From an optimization exercise on the open Yosys and OpenROAD flow, aimed at small area, a short achievable clock period and few clock cycles; shortcuts taken in it are not production practice.
Function was checked by simulation only, so behaviour that the tests miss may differ from the original.

`flow/design.v`:
```
`default_nettype none
package sram_pkg;
	typedef logic [17:0] sram_addr_t;
	typedef logic [15:0] sram_data_t;
	typedef logic [4:0]  buf_addr_t;    
	typedef logic [31:0] buf_word_t;    
endpackage
`default_nettype wire
`default_nettype none
package idct_pkg;
	typedef logic signed [15:0] sample_t;     
	typedef logic signed [15:0] coeff_t;      
	typedef logic signed [31:0] product_t;
	typedef logic signed [31:0] acc_t;        
	typedef logic [5:0]         coeff_idx_t;  
endpackage
`default_nettype wire
`timescale 1ns/1ps
`default_nettype none
module idct_controller (
	input  logic                 clock,
	input  logic                 resetn,
	input  logic                 start_i,
	input  logic                 fetch_done_i,
	input  logic                 compute_done_i,
	input  sram_pkg::sram_addr_t fetch_addr_i,
	input  sram_pkg::sram_addr_t wr_addr_i,
	input  sram_pkg::sram_data_t wr_data_i,
	input  logic                 wr_valid_i,
	output logic                 fetch_start_o,
	output logic                 compute_start_o,
	output sram_pkg::sram_addr_t sram_address_o,
	output sram_pkg::sram_data_t sram_write_data_o,
	output logic                 sram_we_n_o,
	output logic                 done_o
);
	typedef enum logic [1:0] {ST_IDLE, ST_FETCH, ST_COMPUTE} state_t;
	state_t state;
	always_ff @(posedge clock or negedge resetn) begin
		if (!resetn) begin
			state           <= ST_IDLE;
			fetch_start_o   <= 1'b0;
			compute_start_o <= 1'b0;
			done_o          <= 1'b0;
		end else begin
			fetch_start_o   <= 1'b0;
			compute_start_o <= 1'b0;
			case (state)
				ST_IDLE: begin
					if (start_i) begin
						fetch_start_o <= 1'b1;
						done_o        <= 1'b0;  
						state         <= ST_FETCH;
					end
				end
				ST_FETCH: begin
					if (fetch_done_i) begin
						compute_start_o <= 1'b1;
						state           <= ST_COMPUTE;
					end
				end
				ST_COMPUTE: begin
					if (compute_done_i) begin
						done_o <= 1'b1;
						state  <= ST_IDLE;
					end
				end
				default: state <= ST_IDLE;
			endcase
		end
	end
	assign sram_address_o    = (state == ST_COMPUTE) ? wr_addr_i : fetch_addr_i;
	assign sram_write_data_o = wr_data_i;
	assign sram_we_n_o       = !((state == ST_COMPUTE) && wr_valid_i);
endmodule
`default_nettype wire
`timescale 1ns/1ps
`default_nettype none
module block_fetch (
	input  logic                 clock,
	input  logic                 resetn,
	input  logic                 start_i,
	input  logic [4:0]           block_row_i,
	input  logic [5:0]           block_col_i,
	input  sram_pkg::sram_data_t sram_read_data_i,
	output sram_pkg::sram_addr_t sram_addr_o,
	output sram_pkg::buf_addr_t  buf_addr_o,
	output sram_pkg::buf_word_t  buf_wdata_o,
	output logic                 buf_we_o,
	output logic                 fetch_done_o
);
	logic                     active;
	logic [2:0]               off_i, off_j;
	sram_pkg::sram_addr_t               row_base;    
	logic [2-1:0] vld_pipe;
	logic                     rd_valid;
	logic [5:0]               rd_cnt;      
	sram_pkg::sram_data_t               even_q;
	assign sram_addr_o = row_base + sram_pkg::sram_addr_t'(off_j);
	assign rd_valid    = vld_pipe[2-1];
	always_ff @(posedge clock or negedge resetn) begin
		if (!resetn) begin
			active       <= 1'b0;
			off_i        <= '0;
			off_j        <= '0;
			row_base     <= '0;
			vld_pipe     <= '0;
			rd_cnt       <= '0;
			buf_we_o     <= 1'b0;
			fetch_done_o <= 1'b0;
		end else begin
			vld_pipe     <= {vld_pipe[2-2:0], active};
			buf_we_o     <= rd_valid && rd_cnt[0];
			fetch_done_o <= buf_we_o && (buf_addr_o == 5'd31);
			if (start_i) begin
				active <= 1'b1;
				off_i  <= '0;
				off_j  <= '0;
				rd_cnt <= '0;
				row_base <= sram_pkg::sram_addr_t'(76800)
					+ (sram_pkg::sram_addr_t'(block_row_i) << 11)
					+ (sram_pkg::sram_addr_t'(block_row_i) << 9)
					+ (sram_pkg::sram_addr_t'(block_col_i) << 3);
			end else if (active) begin
				off_j <= off_j + 3'd1;
				if (off_j == 3'(8 - 1)) begin
					off_i    <= off_i + 3'd1;
					row_base <= row_base + sram_pkg::sram_addr_t'(320);  
					if (off_i == 3'(8 - 1))
						active <= 1'b0;
				end
			end
			if (rd_valid)
				rd_cnt <= rd_cnt + 6'd1;
		end
	end
	always_ff @(posedge clock) begin
		if (rd_valid && !rd_cnt[0])
			even_q <= sram_read_data_i;
		if (rd_valid && rd_cnt[0]) begin
			buf_wdata_o <= {even_q, sram_read_data_i};
			buf_addr_o  <= rd_cnt[5:1];
		end
	end
endmodule
`default_nettype wire
`timescale 1ns/1ps
`default_nettype none
module sample_buffer (
	input  logic                clock,
	input  sram_pkg::buf_addr_t addr_a_i,
	input  sram_pkg::buf_word_t wdata_a_i,
	input  logic                we_a_i,
	input  sram_pkg::buf_addr_t addr_b_i,
	output sram_pkg::buf_word_t rdata_a_o,
	output sram_pkg::buf_word_t rdata_b_o
);
	sram_pkg::buf_word_t mem [32];  
	always_ff @(posedge clock) begin
		if (we_a_i)
			mem[addr_a_i] <= wdata_a_i;
		rdata_a_o <= mem[addr_a_i];  
		rdata_b_o <= mem[addr_b_i];
	end
endmodule
`default_nettype wire
`timescale 1ns/1ps
`default_nettype none
module dct_coeff_rom (
	input  idct_pkg::coeff_idx_t idx_i,
	output idct_pkg::coeff_t     coeff_o
);
	logic [2:0] k, j;
	logic [6:0] prod_kj;
	logic [4:0] angle;    
	logic [2:0] fold;
	logic       neg;
	idct_pkg::coeff_t     mag;
	always_comb begin
		k       = idx_i[5:3];
		j       = idx_i[2:0];
		prod_kj = {3'b000, j, 1'b1} * {4'b0000, k};
		angle   = prod_kj[4:0];
		neg     = angle[4] ^ angle[3];
		fold    = angle[3] ? 3'd0 - angle[2:0] : angle[2:0];
		case (fold)
			3'd0:    mag = 16'sd1448;  
			3'd1:    mag = 16'sd2008;
			3'd2:    mag = 16'sd1892;
			3'd3:    mag = 16'sd1702;
			3'd4:    mag = 16'sd1448;
			3'd5:    mag = 16'sd1137;
			3'd6:    mag = 16'sd783;
			default: mag = 16'sd399;
		endcase
		coeff_o = neg ? -mag : mag;
	end
endmodule
`default_nettype wire
`timescale 1ns/1ps
`default_nettype none
module t_compute (
	input  logic                 clock,
	input  logic                 resetn,
	input  logic                 start_i,
	input  sram_pkg::buf_word_t  buf_rdata_a_i,
	input  sram_pkg::buf_word_t  buf_rdata_b_i,
	input  idct_pkg::coeff_t     coeff0_i,
	input  idct_pkg::coeff_t     coeff1_i,
	input  idct_pkg::coeff_t     coeff2_i,
	output sram_pkg::buf_addr_t  buf_addr_a_o,
	output sram_pkg::buf_addr_t  buf_addr_b_o,
	output idct_pkg::coeff_idx_t coeff_idx0_o,
	output idct_pkg::coeff_idx_t coeff_idx1_o,
	output idct_pkg::coeff_idx_t coeff_idx2_o,
	output idct_pkg::acc_t       t_value_o,
	output logic                 t_valid_o,
	output logic                 compute_done_o
);
	logic       running;   
	logic       pend;      
	logic       last_q;
	logic [1:0] ph;
	logic [5:0] ij;        
	logic [2:0] row, col;
	logic [2:0] j_prev;
	idct_pkg::sample_t    s3_q;
	idct_pkg::acc_t       acc;
	idct_pkg::acc_t       psum;
	idct_pkg::sample_t    op_s [3];
	idct_pkg::coeff_t     op_c [3];
	idct_pkg::product_t   prod [3];
	assign row = ij[5:3];
	assign col = ij[2:0];
	always_comb begin
		case (ph)
			2'd0: begin
				op_s[0]      = idct_pkg::sample_t'(buf_rdata_b_i[31:16]);   
				op_s[1]      = idct_pkg::sample_t'(buf_rdata_b_i[15:0]);    
				op_s[2]      = '0;
				coeff_idx0_o = {3'd6, j_prev};
				coeff_idx1_o = {3'd7, j_prev};
				coeff_idx2_o = {3'd0, col};
				buf_addr_a_o = {row, 2'b00};
				buf_addr_b_o = {row, 2'b01};
			end
			2'd1: begin
				op_s[0]      = idct_pkg::sample_t'(buf_rdata_a_i[31:16]);
				op_s[1]      = idct_pkg::sample_t'(buf_rdata_a_i[15:0]);
				op_s[2]      = idct_pkg::sample_t'(buf_rdata_b_i[31:16]);
				coeff_idx0_o = {3'd0, col};
				coeff_idx1_o = {3'd1, col};
				coeff_idx2_o = {3'd2, col};
				buf_addr_a_o = {row, 2'b10};
				buf_addr_b_o = {row, 2'b11};
			end
			default: begin
				op_s[0]      = s3_q;                              
				op_s[1]      = idct_pkg::sample_t'(buf_rdata_a_i[31:16]);
				op_s[2]      = idct_pkg::sample_t'(buf_rdata_a_i[15:0]);
				coeff_idx0_o = {3'd3, col};
				coeff_idx1_o = {3'd4, col};
				coeff_idx2_o = {3'd5, col};
				buf_addr_a_o = {row, 2'b10};   
				buf_addr_b_o = {row, 2'b11};
			end
		endcase
	end
	always_comb begin
		op_c[0] = coeff0_i;
		op_c[1] = coeff1_i;
		op_c[2] = coeff2_i;
		psum    = '0;
		for (int n = 0; n < 3; n++) begin
			prod[n] = idct_pkg::product_t'(op_s[n]) * idct_pkg::product_t'(op_c[n]);
			psum    = psum + idct_pkg::acc_t'(prod[n]);
		end
	end
	always_ff @(posedge clock or negedge resetn) begin
		if (!resetn) begin
			running        <= 1'b0;
			pend           <= 1'b0;
			last_q         <= 1'b0;
			ph             <= '0;
			ij             <= '0;
			t_valid_o      <= 1'b0;
			compute_done_o <= 1'b0;
		end else begin
			t_valid_o      <= 1'b0;
			compute_done_o <= t_valid_o && last_q;
			if (start_i) begin
				running <= 1'b1;
				pend    <= 1'b0;
				ph      <= '0;
				ij      <= '0;
			end else if (running || pend) begin
				ph <= (ph == 2'd2) ? 2'd0 : ph + 2'd1;
				if (ph == 2'd0 && pend) begin
					t_valid_o <= 1'b1;
					pend      <= 1'b0;
					last_q    <= !running;
				end
				if (ph == 2'd2) begin
					pend <= 1'b1;
					ij   <= ij + 6'd1;
					if (ij == 6'd63)
						running <= 1'b0;
				end
			end
		end
	end
	always_ff @(posedge clock) begin
		case (ph)
			2'd0: begin
				if (pend)
					t_value_o <= acc + psum;
			end
			2'd1: begin
				acc  <= psum;
				s3_q <= idct_pkg::sample_t'(buf_rdata_b_i[15:0]);  
			end
			default: begin
				acc    <= acc + psum;
				j_prev <= col;
			end
		endcase
	end
endmodule
`default_nettype wire
`timescale 1ns/1ps
`default_nettype none
module result_writer (
	input  logic                 clock,
	input  logic                 resetn,
	input  logic                 start_i,
	input  idct_pkg::acc_t       t_value_i,
	input  logic                 t_valid_i,
	output sram_pkg::sram_addr_t wr_addr_o,
	output sram_pkg::sram_data_t wr_data_o,
	output logic                 wr_valid_o
);
	idct_pkg::acc_t       scaled;
	sram_pkg::sram_addr_t next_addr;  
	assign scaled = t_value_i >>> 8;  
	always_ff @(posedge clock or negedge resetn) begin
		if (!resetn) begin
			wr_valid_o <= 1'b0;
			wr_addr_o  <= sram_pkg::sram_addr_t'(0);
			next_addr  <= sram_pkg::sram_addr_t'(0);
		end else begin
			wr_valid_o <= t_valid_i;
			if (start_i)
				next_addr <= sram_pkg::sram_addr_t'(0);
			else if (t_valid_i) begin
				wr_addr_o <= next_addr;
				next_addr <= next_addr + 18'd1;
			end
		end
	end
	always_ff @(posedge clock) begin
		if (t_valid_i)
			wr_data_o <= scaled[15:0];  
	end
endmodule
`default_nettype wire
`timescale 1ns/1ps
`default_nettype none
module idct_top (
	input  logic                 clock,
	input  logic                 resetn,
	input  logic                 start_i,
	input  logic [4:0]           block_row_i,
	input  logic [5:0]           block_col_i,
	input  sram_pkg::sram_data_t sram_read_data_i,
	output sram_pkg::sram_addr_t sram_address_o,
	output sram_pkg::sram_data_t sram_write_data_o,
	output logic                 sram_we_n_o,
	output logic                 done_o
);
	logic       fetch_start, compute_start;
	logic       fetch_done, compute_done;
	sram_pkg::sram_addr_t fetch_addr, wr_addr;
	sram_pkg::sram_data_t wr_data;
	logic       wr_valid;
	sram_pkg::buf_addr_t  fetch_buf_addr, comp_addr_a, comp_addr_b, buf_addr_a;
	sram_pkg::buf_word_t  fetch_wdata, rdata_a, rdata_b;
	logic       fetch_we;
	idct_pkg::coeff_idx_t rom_idx [3];
	idct_pkg::coeff_t     rom_coeff [3];
	idct_pkg::acc_t       t_value;
	logic       t_valid;
	idct_controller u_ctrl (
		.clock             (clock),
		.resetn            (resetn),
		.start_i           (start_i),
		.fetch_done_i      (fetch_done),
		.compute_done_i    (compute_done),
		.fetch_addr_i      (fetch_addr),
		.wr_addr_i         (wr_addr),
		.wr_data_i         (wr_data),
		.wr_valid_i        (wr_valid),
		.fetch_start_o     (fetch_start),
		.compute_start_o   (compute_start),
		.sram_address_o    (sram_address_o),
		.sram_write_data_o (sram_write_data_o),
		.sram_we_n_o       (sram_we_n_o),
		.done_o            (done_o)
	);
	block_fetch u_fetch (
		.clock            (clock),
		.resetn           (resetn),
		.start_i          (fetch_start),
		.block_row_i      (block_row_i),
		.block_col_i      (block_col_i),
		.sram_read_data_i (sram_read_data_i),
		.sram_addr_o      (fetch_addr),
		.buf_addr_o       (fetch_buf_addr),
		.buf_wdata_o      (fetch_wdata),
		.buf_we_o         (fetch_we),
		.fetch_done_o     (fetch_done)
	);
	assign buf_addr_a = fetch_we ? fetch_buf_addr : comp_addr_a;
	sample_buffer u_buf (
		.clock     (clock),
		.addr_a_i  (buf_addr_a),
		.wdata_a_i (fetch_wdata),
		.we_a_i    (fetch_we),
		.addr_b_i  (comp_addr_b),
		.rdata_a_o (rdata_a),
		.rdata_b_o (rdata_b)
	);
	for (genvar g = 0; g < 3; g++) begin : g_rom
		dct_coeff_rom u_rom (
			.idx_i   (rom_idx[g]),
			.coeff_o (rom_coeff[g])
		);
	end
	t_compute u_comp (
		.clock          (clock),
		.resetn         (resetn),
		.start_i        (compute_start),
		.buf_rdata_a_i  (rdata_a),
		.buf_rdata_b_i  (rdata_b),
		.coeff0_i       (rom_coeff[0]),
		.coeff1_i       (rom_coeff[1]),
		.coeff2_i       (rom_coeff[2]),
		.buf_addr_a_o   (comp_addr_a),
		.buf_addr_b_o   (comp_addr_b),
		.coeff_idx0_o   (rom_idx[0]),
		.coeff_idx1_o   (rom_idx[1]),
		.coeff_idx2_o   (rom_idx[2]),
		.t_value_o      (t_value),
		.t_valid_o      (t_valid),
		.compute_done_o (compute_done)
	);
	result_writer u_wr (
		.clock      (clock),
		.resetn     (resetn),
		.start_i    (compute_start),
		.t_value_i  (t_value),
		.t_valid_i  (t_valid),
		.wr_addr_o  (wr_addr),
		.wr_data_o  (wr_data),
		.wr_valid_o (wr_valid)
	);
endmodule
`default_nettype wire
```
`flow/run.sh`:
```
#!/bin/bash
# synth_recipe.tcl (not shown) runs the flow's synth.tcl, then flattens the netlist and writes it again
# the make line also repeats each setting of config.mk as NAME=value (left out here)
make -C /OpenROAD-flow-scripts/flow DESIGN_CONFIG=/design/flow/config.mk WORK_HOME=/design/flow/orfs CLKGATE_MAP_FILE= SYNTH_SCRIPT=/design/flow/synth_recipe.tcl finish
```
`flow/config.mk`:
```
export PLATFORM = sky130hd
export DESIGN_NAME = idct_top
export DESIGN_NICKNAME = idct_top
export VERILOG_FILES = /design/flow/design.v
export SDC_FILE = /design/flow/constraint.sdc
export NUM_CORES = 4
export LEC_CHECK = 0
export CAP_MARGIN = 20
export CORE_MARGIN = 2
export CORE_UTILIZATION = 40
export SLEW_MARGIN = 20
```
`flow/constraint.sdc`:
```
create_clock -name core_clock -period 13.0 [get_ports {clock}]
set_input_delay 2.6000 -clock core_clock [delete_from_list [all_inputs] [get_ports {clock}]]
set_output_delay 2.6000 -clock core_clock [all_outputs]
set_load 0.01 [all_outputs]
```
==> impl.org <==
** Critical path
- CP peak stage delay :: 0.68 ns
- In this run the register-to-register setup slack is 0.65 ns.
- Slowest cell on the critical path :: xnor2_1
- For the worst setup path, the data required time is 13.53 ns.
- Largest delay share family, worst path :: adder cells
- Critical-path maximum fanout :: 14
- STA classifies the critical path endpoint as a register.
- The critical path contains buffers and inverters numbering 9 combined.
- For the worst setup path, the data arrival time is 12.87 ns.
- Depth of the most critical reg-to-reg path :: 44
- Capture instance of the worst register-to-register path :: u_comp.acc[22]
- In this run the critical register-to-register path is launched from u_comp.ph[1].
- The critical path is of the reg -> reg type.
- By instance count, the cell type seen most on the critical path is fa_1.
- Startpoint type of the worst setup path :: register

** Synth
- Register bit total from synthesis :: 1303
- The synthesized design spends more area on one cell type than any other, namely edfxtp_1.
- Yosys printed 12 warnings.
- Area contributors post-synth :: edfxtp_1 46%, fa_1 17%, mux4_2 4.7%
- Nets in the synthesized netlist :: 6830
- Leading post-synthesis cells by instance count :: 1152 x edfxtp_1, 816 x inv_1, 763 x nand2_1, 651 x fa_1, 371 x nor2_1
- Most frequent cell after synthesis :: edfxtp_1
- Proportion of register bits with asynchronous set or reset after synthesis :: 6.68%
- Of the post-synthesis cell area, the dominant cell type holds 45.5%.
- Post-Syn Area :: 0.0760 mm^2
- Number of enable flip-flop cells after synthesis :: 1152
- The most used flip-flop cell after synthesis is edfxtp_1.
- Synthesis instantiated 81 different standard cells from the library.
- Sequential fraction of the synthesis area :: 50.1%
- Avg Inst Size Synth :: 12.8 um^2
- In the synthesized netlist, the number of instances is 5921.

** Global routing
- The first global-routing pass estimated 336000 um of wire.
- Largest net degree at the start of global routing :: 180
- Via count of the first global-routing pass :: 50000
- The initial antenna violation count was 10.
- GRT Total Usage :: 23.6%
- Overflow left after global routing :: 0

** Floorplanning
- For this configuration, the core starts out at a cell density of 40.4%.
- From left edge to right edge, the die measures 440 um.
- Number of top-level pins :: 66
- After floorplanning, the core was divided into 159 placement rows.
- The floorplan step defined a die boundary enclosing 0.193 mm^2.
- In this run the standard cell core region covers 0.188 mm^2.
- Vert. Die Dim :: 440 um

** Route
- Drt via density :: 5.72
- The first detailed-routing pass ran for 9 iterations.
- The routed design has 229000 um of wire.
- After detailed routing, the number of remaining DRC violations is 0.
- The count of nets left with antenna violations once routing finished came out at 0.
- Summing over every cut layer, the via total after detailed routing is 49200.
- Dividing the detail-routed wire length by the instance count gives 26.7 um.
- The first routing iteration left 7451 violations.

** Worst hold path
- Start point of the worst min-delay path :: u_fetch.vld_pipe[0]
- Class of the most critical hold timing path :: reg -> reg
- Worst hold path cell count :: 0
- The path with the worst hold slack has its endpoint at u_fetch.vld_pipe[1].

** Placed design
- HPWL after DPL :: 151000 um
- Buffers on Ports :: 65
- Routability-driven placement finished with a final weighted congestion of 0.988.
- Worst setup slack after placement :: 0.301 ns

** Clocking
- The root buffer cell chosen for the clock tree is clkbuf_16.
- Counting the buffers created by CTS gives 135.
- Clock tree synthesis found a total of 1303 sinks.
- No sink is reached through more buffers than the 3 on the longest clock path.
- Depth of the CTS H-tree :: 4
- Clock-pin slew was measured on the worst setup and hold paths at 0.06 ns.
- At the later pin of the worst-skew pair, clock insertion delay measures 0.78 ns.
- TritonCTS built the clock tree.

** Timing
- The number of endpoints with negative hold slack in the final report is 0.
- Number of max-slew violations in the final report :: 0
- RSZ-0062 raised after global routing :: no
- Slew at the pin closest to its max-slew limit :: 1.19 ns
- In this run the tightest slew margin relative to its limit is 19.8%.
- Setup total negative slack on the finished layout was measured at 0 ns.
- Setup slack on the critical path of the routed design comes to 0.653 ns.
- Final Setup Violations :: 0
- Timing would allow up to 81.0 MHz.
- Part of the cycle the worst path needs :: 95.0%
- Final critical delay including setup and external delays :: 12.35 ns
- Across the routed clock network, the largest skew measured is 0.0397 ns.

** Layout
- The post-route netlist has 10.7% of its cells at a drive strength greater than 1.
- Fillers :: 17100
- Number of nets at the end of the flow :: 6899
- In the final layout, the multi-input gates occupy 0.0341 mm^2.
- Storage cell area :: 0.0381 mm^2
- From synthesis to final layout, the design area changed by 11.4%.

** Status
- The run finished with no timing, DRC or antenna violations.

** Job
- Number of max-cap violations :: 0
-- cell type report --
| class | count | area share, % |
|---|---|---|
| sequential | 1303 | 45.0 |
| antenna | 2 | 0.00591 |
| clock buffer | 181 | 4.37 |
| inverter | 822 | 3.66 |
| timing repair buffer | 224 | 2.24 |
| clock inverter | 64 | 0.797 |
| tap | 2495 | 3.69 |
| multi-input combinational | 3504 | 40.3 |
-- kinds of logic after synthesis --
group,Yosys count,synth area share (%)
xor gates and xnor gates,203,2.48
AOI/OAI and AO/OA,805,7.48
buffers and inverters,1114,5.55
other,1,0.00494
DFF,1303,50.1
muxes,247,5.98
adders and majority gates,879,20.9
and+or+nand+nor,1369,7.50
-- routing by layer --
| layer | track usage, % | vias to the layer above | part of all wire (%) |
|---|---|---|---|
| met5 | 0 | - | 0.0057 |
| met4 | 8.18 | 2 | 3.5 |
| met3 | 4.40 | 454 | 9.8 |
| met2 | 37.8 | 2699 | 47 |
| met1 | 32.4 | 25200 | 40 |
| li1 | - | 20800 | - |
-- layout by cell type, fill, tap and decap left out, types with 11 or more instances in the layout --
cell                n
edfxtp_1         1152
inv_1             816
nand2_1           755
fa_1              650
nor2_1            338
a21oi_1           323
a222oi_1          256
ha_1              228
mux4_2            160
buf_4             154
xnor2_1           139
clkbuf_16         139
dfrtp_1            83
o21ai_0            64
nor4_1             64
clkdlybuf4s50_1    64
dfxtp_1            64
xor2_1             50
mux2_2             48
mux2i_1            38
nand2b_1           38
nor2_4             34
clkbuf_1           34
o21a_1             30
and2_1             30
nand3_1            30
a21o_1             24
clkinv_1           22
o21ai_1            21
nor2b_1            20
clkinv_2           20
nor3_1             11
-- worst register-to-register path: cells and delay by family, from the launching register on --
kind | cells | cell delay, ns
fa+ha+maj | 14 | 6.24
compound gates | 8 | 1.78
xor+xnor | 6 | 1.51
buf+inv | 9 | 1.00
simple gates | 6 | 0.75
flops | 1 | 0.56
mux | 1 | 0.27
-- state kept, by name, indices dropped and copies added, names as in the netlist, 2 cells and up --
register,flops
u_buf.rdata_b_o,32
u_fetch.even_q,16
u_comp.s3_q,16
u_ctrl.state,2
u_wr.next_addr,18
u_wr.wr_addr_o,18
u_buf.mem,1024
u_fetch.vld_pipe,2
u_buf.rdata_a_o,32
u_fetch.row_base,15
u_comp.j_prev,3
u_fetch.rd_cnt,6
u_comp.t_value_o,16
u_fetch.buf_addr_o,5
u_fetch.buf_wdata_o,32
u_fetch.off_i,3
u_wr.wr_data_o,16
u_fetch.off_j,3
u_comp.acc,24
u_comp.ph,2
u_comp.ij,6
-- how the worst max path moves through the flow --
stage / endpoint / start / depth (start not counted)
finish: u_comp.acc[22] / u_comp.ph[1] / 44
global route: u_comp.acc[21] / u_comp.ph[0] / 48
CTS: u_comp.t_value_o[23] / u_comp.ph[1] / 46
detailed placement: u_comp.t_value_o[23] / u_comp.ph[1] / 46
global placement: u_comp.acc[22] / u_comp.ph[1] / 45
floorplan: u_comp.acc[21] / u_comp.ph[0] / 51
-- per-stage QoR --
step	utilization [%]	instances	area, um^2	hold slack (ns)
after floorplan	-	5921	76000	0.331
after global placement	42.6	8342	80100	0.348
after detailed placement	42.6	8342	80100	0.344
after CTS	44.9	8587	84500	0.328
after global routing	45.0	8593	84700	0.348
final	45.0	8595	84700	0.331
-- timing repair --
action,in CTS,in global routing
setup buffers,0,6
gates resized for setup,0,13
endpoints found under the setup margin,0,8
hold buffers,0,0
Testbench counts, summed over its fixed seeds: cycles 68,096.

-- re-timing with driven ports --
The flow's constraints put no driver on any port. The routed layout listed below was extracted and timed again, unchanged, in two steps. Step 1 (the two cells are an assumption about what drives the block):
set clk [get_ports {clock}]
set_driving_cell -lib_cell sky130_fd_sc_hd__clkbuf_16 $clk
set_driving_cell -lib_cell sky130_fd_sc_hd__buf_2 [delete_from_list [all_inputs] $clk]
Step 2 moves the port delays by t, midway between the first and last clock arrival at a register: inputs arrive t later, outputs are due t later. That takes back most of the time a late clock gives input paths. Three values: no drivers, after step 1, after step 2; two values: the first two.
t (ns): 0.849
setup slack, ns: 0.653 / 0.653 / 0.653
slew at the worst register clock pin (ns): 0.08 / 0.08
worst slew at a driven data input, ns: 0.06
After both steps setup and hold are still met in this run. The setup slack of this run moves by 0.000 ns with the drivers and by 0.000 ns with both steps.
